Source: an optimization exercise on an open RTL-to-GDS flow (aim: small area, a short achievable clock period and few clock cycles per item). Production flows keep margins and buffers that such runs may drop. The RTL was checked by simulation tests, not by an equivalence proof against the original design. Power and IR drop assume default switching activity.

==> inputs of job 1626 <==
Design rational_arithmetic_unit, start of the top module:
module rational_arithmetic_unit (
  input  wire logic               clk,
  input  wire logic               rst_n,
  input  wire logic               in_valid,
  output logic                    in_ready,
  input  wire logic [2:0]         in_op,
  input  wire logic signed [31:0] in_a_num,
  input  wire logic [30:0]        in_a_den,
  input  wire logic signed [31:0] in_b_num,
  input  wire logic [30:0]        in_b_den,
  output logic                    out_valid,
  input  wire logic               out_ready,
  output logic signed [31:0]      out_res_num,
  output logic [30:0]             out_res_den,
  output logic                    out_less,
  output logic                    out_equal,
  output logic                    out_greater,
  output logic [1:0]              out_status
);
clock: 11.0 ns
lec_check: 0
cap_margin: 20
core_margin: 2
core_utilization: 40
setup_slack_margin: 5
slew_margin: 20
run.sh (not shown) runs the stock make flow with config.mk's settings and CLKGATE_MAP_FILE= SYNTH_SCRIPT=/design/flow/synth_recipe.tcl, a recipe that flattens the netlist after the stock synthesis.
==> inputs of job 3119, as changes to job 1626 <==
--- a/flow/design.v
+++ b/flow/design.v
@@ -76,19 +76,15 @@
 );
   logic          busy_r;
   logic [rau_pkg::XW-1:0] x_r, y_r;
   logic [rau_pkg::MW-1:0] c00_r, c01_r, c10_r, c11_r;
   logic          ovf_r, neg_r, lt_r, eq_r, gt_r;
   logic [1:0]    kind_r;
-  logic [30:0]   thr_r;
   logic          out_valid_r;
   logic term, fin, out_free;
-  logic below;     
-  assign below    = (x_r[62:31] == '0 && (x_r[30:0] & ~thr_r) == '0) ||
-                    (y_r[62:31] == '0 && (y_r[30:0] & ~thr_r) == '0);
-  assign term     = busy_r && ((kind_r != rau_pkg::K_GCD) || ovf_r || below || (x_r == y_r));
+  assign term     = busy_r && ((kind_r != rau_pkg::K_GCD) || ovf_r || (x_r == y_r));
   assign out_free = !out_valid_r || out_ready;
   assign fin      = term && out_free;
   assign can_take = !busy_r || fin;
   logic [rau_pkg::XW:0]   dxy;
   logic [rau_pkg::XW-1:0] dyx;
   logic [rau_pkg::MW:0]   sum0, sum1;
@@ -110,14 +106,12 @@
     for (i = 0; i < K; i = i + 1) if (i < j) o = o | c[rau_pkg::MW-1-i];
     shl_ovf = o;
   endfunction
   logic [rau_pkg::XW-1:0] x_n, y_n;
   logic [rau_pkg::MW-1:0] c00_n, c01_n, c10_n, c11_n;
   logic          ovf_n;
-  logic [30:0]   thr_n;
-  logic [62:0]   ld_or, ld_smear;
   logic [3:0]    jb, jx, jy, jd;
   always_comb begin
     jb = ctzk(x_r[K-1:0] | y_r[K-1:0]);
     jx = ctzk(x_r[K-1:0]);
     jy = ctzk(y_r[K-1:0]);
     jd = ctzk(dxy[K-1:0]);
@@ -125,17 +119,15 @@
     y_n   = y_r;
     c00_n = c00_r;
     c01_n = c01_r;
     c10_n = c10_r;
     c11_n = c11_r;
     ovf_n = 1'b0;
-    thr_n = thr_r;
     if (!x_r[0] && !y_r[0]) begin
       x_n = x_r >> jb;
       y_n = y_r >> jb;
-      thr_n = thr_r >> jb;
     end else if (!x_r[0]) begin
       x_n   = x_r >> jx;
       c00_n = c00_r << jx;
       c10_n = c10_r << jx;
       ovf_n = shl_ovf(c00_r, jx) || shl_ovf(c10_r, jx);
     end else if (!y_r[0]) begin
@@ -156,18 +148,12 @@
       c10_n = sum1[rau_pkg::MW-1:0];
       c01_n = c01_r << jd;
       c11_n = c11_r << jd;
       ovf_n = sum0[rau_pkg::MW] || sum1[rau_pkg::MW] || shl_ovf(c01_r, jd) || shl_ovf(c11_r, jd);
     end
   end
-  assign ld_or = ld_s | ld_t;
-  integer si;
-  always_comb begin
-    ld_smear[62] = ld_or[62];
-    for (si = 61; si >= 0; si = si - 1) ld_smear[si] = ld_smear[si + 1] | ld_or[si];
-  end
   always_ff @(posedge clk) begin
     if (!rst_n) begin
       busy_r <= 1'b0;
     end else if (ld) begin
       busy_r <= 1'b1;
     end else if (fin) begin
@@ -184,23 +170,21 @@
       c11_r  <= rau_pkg::MW'(1);
       ovf_r  <= 1'b0;
       neg_r  <= ld_neg;
       lt_r   <= ld_lt;
       eq_r   <= ld_eq;
       gt_r   <= ld_gt;
-      thr_r  <= ld_smear[62:32];
       kind_r <= ld_cmp ? rau_pkg::K_CMP : (ld_t == '0) ? rau_pkg::K_ZDEN : (ld_s == '0) ? rau_pkg::K_ZNUM : rau_pkg::K_GCD;
     end else if (busy_r && !term) begin
       x_r   <= x_n;
       y_r   <= y_n;
       c00_r <= c00_n;
       c01_r <= c01_n;
       c10_r <= c10_n;
       c11_r <= c11_n;
       ovf_r <= ovf_n;
-      thr_r <= thr_n;
     end
   end
   logic signed [31:0] num_n;
   logic [30:0]        den_n;
   logic [1:0]         st_n;
   always_comb begin
@@ -209,13 +193,13 @@
     st_n  = rau_pkg::ST_OK;
     unique case (kind_r)
       rau_pkg::K_ZDEN: st_n = rau_pkg::ST_ZDEN;
       rau_pkg::K_ZNUM: den_n = 31'd1;
       rau_pkg::K_CMP:  ;
       default: begin
-        if (ovf_r || below || sum0[rau_pkg::MW] || sum1[rau_pkg::MW]) begin
+        if (ovf_r || sum0[rau_pkg::MW] || sum1[rau_pkg::MW]) begin
           st_n = rau_pkg::ST_OVF;
         end else begin
           num_n = neg_r ? -{1'b0, sum0[rau_pkg::MW-1:0]} : {1'b0, sum0[rau_pkg::MW-1:0]};
           den_n = sum1[rau_pkg::MW-1:0];
         end
       end
==> inputs of job 2127, as changes to job 1626 <==
--- a/flow/design.v
+++ b/flow/design.v
@@ -49,13 +49,14 @@
   assign {s7, c7} = csa(s6, c6, c5);
   assign sum = s7 + c7;
 endmodule
 `default_nettype wire
 `default_nettype none
 module rau_reduce #(
-  parameter int K = 3   
+  parameter int KS = 4,   
+  parameter int KE = 7    
 ) (
   input  wire logic                   clk,
   input  wire logic                   rst_n,
   input  wire logic                   ld,        
   input  wire logic [rau_pkg::XW-1:0] ld_s,      
   input  wire logic [rau_pkg::XW-1:0] ld_t,      
@@ -93,73 +94,83 @@
   logic [rau_pkg::XW-1:0] dyx;
   logic [rau_pkg::MW:0]   sum0, sum1;
   assign dxy  = {1'b0, x_r} - {1'b0, y_r};
   assign dyx  = y_r - x_r;
   assign sum0 = {1'b0, c00_r} + {1'b0, c01_r};
   assign sum1 = {1'b0, c10_r} + {1'b0, c11_r};
-  function automatic logic [3:0] ctzk(input logic [K-1:0] v);
+  function automatic logic [3:0] ctze(input logic [KE-1:0] v);
     logic [3:0] n;
     integer i;
-    n = K;
-    for (i = K - 1; i >= 0; i = i - 1) if (v[i]) n = i;
-    ctzk = n;
+    n = KE;
+    for (i = KE - 1; i >= 0; i = i - 1) if (v[i]) n = i;
+    ctze = n;
+  endfunction
+  function automatic logic [3:0] ctzs(input logic [KS-1:0] v);
+    logic [3:0] n;
+    integer i;
+    n = KS;
+    for (i = KS - 1; i >= 0; i = i - 1) if (v[i]) n = i;
+    ctzs = n;
   endfunction
   function automatic logic shl_ovf(input logic [rau_pkg::MW-1:0] c, input logic [3:0] j);
     logic o;
     integer i;
     o = 1'b0;
-    for (i = 0; i < K; i = i + 1) if (i < j) o = o | c[rau_pkg::MW-1-i];
+    for (i = 0; i < KE; i = i + 1) if (i < j) o = o | c[rau_pkg::MW-1-i];
     shl_ovf = o;
   endfunction
   logic [rau_pkg::XW-1:0] x_n, y_n;
   logic [rau_pkg::MW-1:0] c00_n, c01_n, c10_n, c11_n;
   logic          ovf_n;
   logic [30:0]   thr_n;
   logic [62:0]   ld_or, ld_smear;
-  logic [3:0]    jb, jx, jy, jd;
+  logic [3:0]    jb, jx, jy, jd, jx0, jy0, j0, j1;
+  logic          xe, ye, both_odd, gt;
+  logic [rau_pkg::XW-1:0] x_pre, y_pre, d_sh, e_sh;
+  logic [rau_pkg::MW-1:0] c00_sh, c10_sh, c01_sh, c11_sh;
+  logic          ovf0, ovf1;
   always_comb begin
-    jb = ctzk(x_r[K-1:0] | y_r[K-1:0]);
-    jx = ctzk(x_r[K-1:0]);
-    jy = ctzk(y_r[K-1:0]);
-    jd = ctzk(dxy[K-1:0]);
-    x_n   = x_r;
-    y_n   = y_r;
-    c00_n = c00_r;
-    c01_n = c01_r;
-    c10_n = c10_r;
-    c11_n = c11_r;
-    ovf_n = 1'b0;
-    thr_n = thr_r;
-    if (!x_r[0] && !y_r[0]) begin
-      x_n = x_r >> jb;
-      y_n = y_r >> jb;
-      thr_n = thr_r >> jb;
-    end else if (!x_r[0]) begin
-      x_n   = x_r >> jx;
-      c00_n = c00_r << jx;
-      c10_n = c10_r << jx;
-      ovf_n = shl_ovf(c00_r, jx) || shl_ovf(c10_r, jx);
-    end else if (!y_r[0]) begin
-      y_n   = y_r >> jy;
-      c01_n = c01_r << jy;
-      c11_n = c11_r << jy;
-      ovf_n = shl_ovf(c01_r, jy) || shl_ovf(c11_r, jy);
-    end else if (!dxy[rau_pkg::XW]) begin
-      x_n   = dxy[rau_pkg::XW-1:0] >> jd;
-      c01_n = sum0[rau_pkg::MW-1:0];
-      c11_n = sum1[rau_pkg::MW-1:0];
-      c00_n = c00_r << jd;
-      c10_n = c10_r << jd;
-      ovf_n = sum0[rau_pkg::MW] || sum1[rau_pkg::MW] || shl_ovf(c00_r, jd) || shl_ovf(c10_r, jd);
+    xe       = !x_r[0];
+    ye       = !y_r[0];
+    both_odd = !xe && !ye;
+    gt       = !dxy[rau_pkg::XW];
+    jb = ctze(x_r[KE-1:0] | y_r[KE-1:0]);
+    jx = ctze(x_r[KE-1:0]);
+    jy = ctze(y_r[KE-1:0]);
+    jd = ctzs(dxy[KS-1:0]);
+    jx0 = (xe && ye) ? jb : (xe ? jx : 4'd0);
+    jy0 = (xe && ye) ? jb : ((ye && !xe) ? jy : 4'd0);
+    j0 = both_odd ? jd : ((xe && !ye) ? jx : 4'd0);
+    j1 = both_odd ? jd : ((ye && !xe) ? jy : 4'd0);
+    x_pre  = x_r >> jx0;
+    y_pre  = y_r >> jy0;
+    d_sh   = dxy[rau_pkg::XW-1:0] >> jd;
+    e_sh   = dyx >> jd;
+    c00_sh = c00_r << j0;
+    c10_sh = c10_r << j0;
+    c01_sh = c01_r << j1;
+    c11_sh = c11_r << j1;
+    ovf0   = shl_ovf(c00_r, j0) || shl_ovf(c10_r, j0);
+    ovf1   = shl_ovf(c01_r, j1) || shl_ovf(c11_r, j1);
+    thr_n  = (xe && ye) ? (thr_r >> jb) : thr_r;
+    if (both_odd) begin
+      x_n   = gt ? d_sh : x_pre;
+      y_n   = gt ? y_pre : e_sh;
+      c00_n = gt ? c00_sh : sum0[rau_pkg::MW-1:0];
+      c10_n = gt ? c10_sh : sum1[rau_pkg::MW-1:0];
+      c01_n = gt ? sum0[rau_pkg::MW-1:0] : c01_sh;
+      c11_n = gt ? sum1[rau_pkg::MW-1:0] : c11_sh;
+      ovf_n = sum0[rau_pkg::MW] || sum1[rau_pkg::MW] || (gt ? ovf0 : ovf1);
     end else begin
-      y_n   = dyx >> jd;
-      c00_n = sum0[rau_pkg::MW-1:0];
-      c10_n = sum1[rau_pkg::MW-1:0];
-      c01_n = c01_r << jd;
-      c11_n = c11_r << jd;
-      ovf_n = sum0[rau_pkg::MW] || sum1[rau_pkg::MW] || shl_ovf(c01_r, jd) || shl_ovf(c11_r, jd);
+      x_n   = x_pre;
+      y_n   = y_pre;
+      c00_n = c00_sh;
+      c10_n = c10_sh;
+      c01_n = c01_sh;
+      c11_n = c11_sh;
+      ovf_n = ovf0 || ovf1;
     end
   end
   assign ld_or = ld_s | ld_t;
   integer si;
   always_comb begin
     ld_smear[62] = ld_or[62];
@@ -267,26 +278,32 @@
   localparam logic [1:0] P_R = 2'd1;
   localparam logic [1:0] P_T = 2'd2;
   localparam logic [1:0] P_S = 2'd3;
   logic        busy_r;          
   logic [1:0]  pr_r;            
   logic [1:0]  cnt_r;           
+  logic        first_r;         
   logic [2:0]  op_r;
   logic        sa_r, sb_r;      
   logic        nl_r, nr_r;      
+  logic        acc_r;           
   logic start;                  
   logic release_op;             
   assign start    = in_valid && !busy_r;
-  assign in_ready = release_op;
+  assign in_ready = acc_r;
   always_ff @(posedge clk) begin
     if (!rst_n) begin
       busy_r <= 1'b0;
-    end else if (start) begin
-      busy_r <= 1'b1;
-    end else if (release_op) begin
-      busy_r <= 1'b0;
+      acc_r  <= 1'b0;
+    end else begin
+      if (start) begin
+        busy_r <= 1'b1;
+      end else if (acc_r) begin
+        busy_r <= 1'b0;
+      end
+      acc_r <= release_op;
     end
   end
   always_ff @(posedge clk) begin
     if (start) begin
       op_r <= in_op;
       sa_r <= in_a_num[31];
@@ -305,34 +322,36 @@
   logic [31:0] hi_r, lo_r;      
   logic [31:0] ma_r, bsh_r;
   logic [39:0] msum;
   rau_mul_step u_mul (
     .a   (ma_r),
     .b8  (bsh_r[7:0]),
-    .acc ((cnt_r == 2'd0) ? 32'd0 : hi_r),
+    .acc (first_r ? 32'd0 : hi_r),
     .sum (msum)
   );
   logic [63:0] pfull;           
   assign pfull = {msum, lo_r[31:8]};
   logic [62:0] l_r;             
   logic        st_valid_r;
   logic [62:0] st_s_r, st_t_r;
   logic        st_cmp_r, st_neg_r, st_lt_r, st_eq_r, st_gt_r;
   logic can_take, take;
   assign take = st_valid_r && can_take;
   logic form_now, advance, last_step;
-  assign form_now   = (pr_r == P_T) && (cnt_r == 2'd0);
-  assign advance    = busy_r && !(form_now && st_valid_r);
+  assign form_now   = (pr_r == P_T) && first_r;
+  assign advance    = busy_r && !acc_r && !(form_now && st_valid_r);
   assign last_step  = advance && ((cnt_r == 2'd3) || (form_now && is_cmp));
   assign release_op = last_step && ((pr_r == P_S) || (pr_r == P_T && !is_mul));
   always_ff @(posedge clk) begin
     if (!rst_n || start) begin
-      pr_r  <= P_L;
-      cnt_r <= 2'd0;
+      pr_r    <= P_L;
+      cnt_r   <= 2'd0;
+      first_r <= 1'b1;
     end else if (advance) begin
-      cnt_r <= last_step ? 2'd0 : cnt_r + 2'd1;
+      cnt_r   <= last_step ? 2'd0 : cnt_r + 2'd1;
+      first_r <= last_step;
       if (last_step) pr_r <= pr_r + 2'd1;
     end
   end
   always_ff @(posedge clk) begin
     if (advance) begin
       hi_r <= msum[39:8];
==> flow/flow/run.sh (new file) <==
#!/bin/bash
set -euo pipefail
sed -e 's/SETUP_SLACK_MARGIN=[0-9.]*/SETUP_SLACK_MARGIN=6.5/' standard.sh > standard_margin.sh
grep -q 'SETUP_SLACK_MARGIN=6.5' standard_margin.sh
bash standard_margin.sh > flow_make.log 2>&1
==> flow/standard.sh (new file) <==
#!/bin/bash
# synth_recipe.tcl (not shown) runs the flow's synth.tcl, then flattens the netlist and writes it again
# the make line also repeats each setting of config.mk as NAME=value (left out here)
make -C /OpenROAD-flow-scripts/flow DESIGN_CONFIG=/design/flow/config.mk WORK_HOME=/design/flow/orfs CLKGATE_MAP_FILE= SYNTH_SCRIPT=/design/flow/synth_recipe.tcl "${@:-finish}"
--- a/flow/config.mk
+++ b/flow/config.mk
@@ -4,9 +4,9 @@
 export VERILOG_FILES = /design/flow/design.v
 export SDC_FILE = /design/flow/constraint.sdc
 export NUM_CORES = 4
 export LEC_CHECK = 0
 export CAP_MARGIN = 20
 export CORE_MARGIN = 2
-export CORE_UTILIZATION = 40
+export CORE_UTILIZATION = 35
 export SETUP_SLACK_MARGIN = 5
 export SLEW_MARGIN = 20
removed: flow/run.sh
==> qor summary <==
|  | job 3119 | job 1626 | job 2127 |
|---|---|---|---|
| Outcome | timing/DRC/antenna clean | timing/DRC/antenna clean | timing/DRC/antenna clean |
| Pin count of the biggest net entering global routing | 224 | 171 | 94 |
| CP max-delay cell | sky130_fd_sc_hd__a21boi_0 | sky130_fd_sc_hd__nor4_1 | sky130_fd_sc_hd__fa_1 |
| Internal power contribution | 8.44 mW | 8.85 mW | 10.9 mW |
| Logic power comb | 8.95 mW | 9.97 mW | 12.9 mW |
| Grt met3 use | 5.04% | 7.48% | 5.23% |
| Sequential share of cell area | 22.7% | 22.8% | 22.0% |
| Power consumed by the clock network | 3.04 mW | 3.00 mW | 3.11 mW |
| Sequential cell count | 662 | 693 | 695 |
| Buffer count excluding the clock tree in the final layout | 342 | 413 | 613 |
| Number of vias per cell | 6.35 | 6.49 | 6.26 |
| Synth Net Count | 10300 | 10800 | 10100 |
| # diodes | 4 | 13 | 2 |
| Fillers | 18400 | 19200 | 21100 |
| Power of the sequential group | 3.65 mW | 3.79 mW | 3.80 mW |
| Wire length on met1 | 125 mm | 143 mm | 140 mm |
Testbench counts of job 1626, summed over its fixed seeds: cycles 47,351, items 2,400.
Testbench counts of job 3119, summed over its fixed seeds: cycles 51,972, items 2,400.
Testbench counts of job 2127, summed over its fixed seeds: cycles 43,432, items 2,400.

-- what the ideal ports hide --
The flow's constraints put no driver on any port. The routed layouts listed below were extracted and timed again, unchanged, in two steps.
Step 1, drivers: a clkbuf_16 drives clk and a buf_2 each remaining input, both assumed.
Step 2, shift: input delay + t, output delay - t, t = (earliest + latest rising clock arrival at the registers) / 2. This alone moves slack from input paths to output paths.
Slacks: no drivers / after step 1 / after step 2; pairs: no drivers / after step 1.
| run | t (ns) | setup slack, ns | slew at the worst register clock pin (ns) | worst data-port slew with drivers (ns) |
|---|---|---|---|---|
| job 1626 | 0.819 | 4.962 / 4.962 / 4.862 | 0.07 / 0.07 | 0.09 |
| job 3119 | 0.825 | 4.979 / 4.979 / 4.680 | 0.07 / 0.07 | 0.10 |
| job 2127 | 0.781 | 5.282 / 5.282 / 5.282 | 0.09 / 0.09 | 0.06 |
After both steps setup and hold are still met in every run listed. The setup slack of job 3119, which loses most, moves by 0.000 ns with the drivers and by -0.299 ns with both steps.
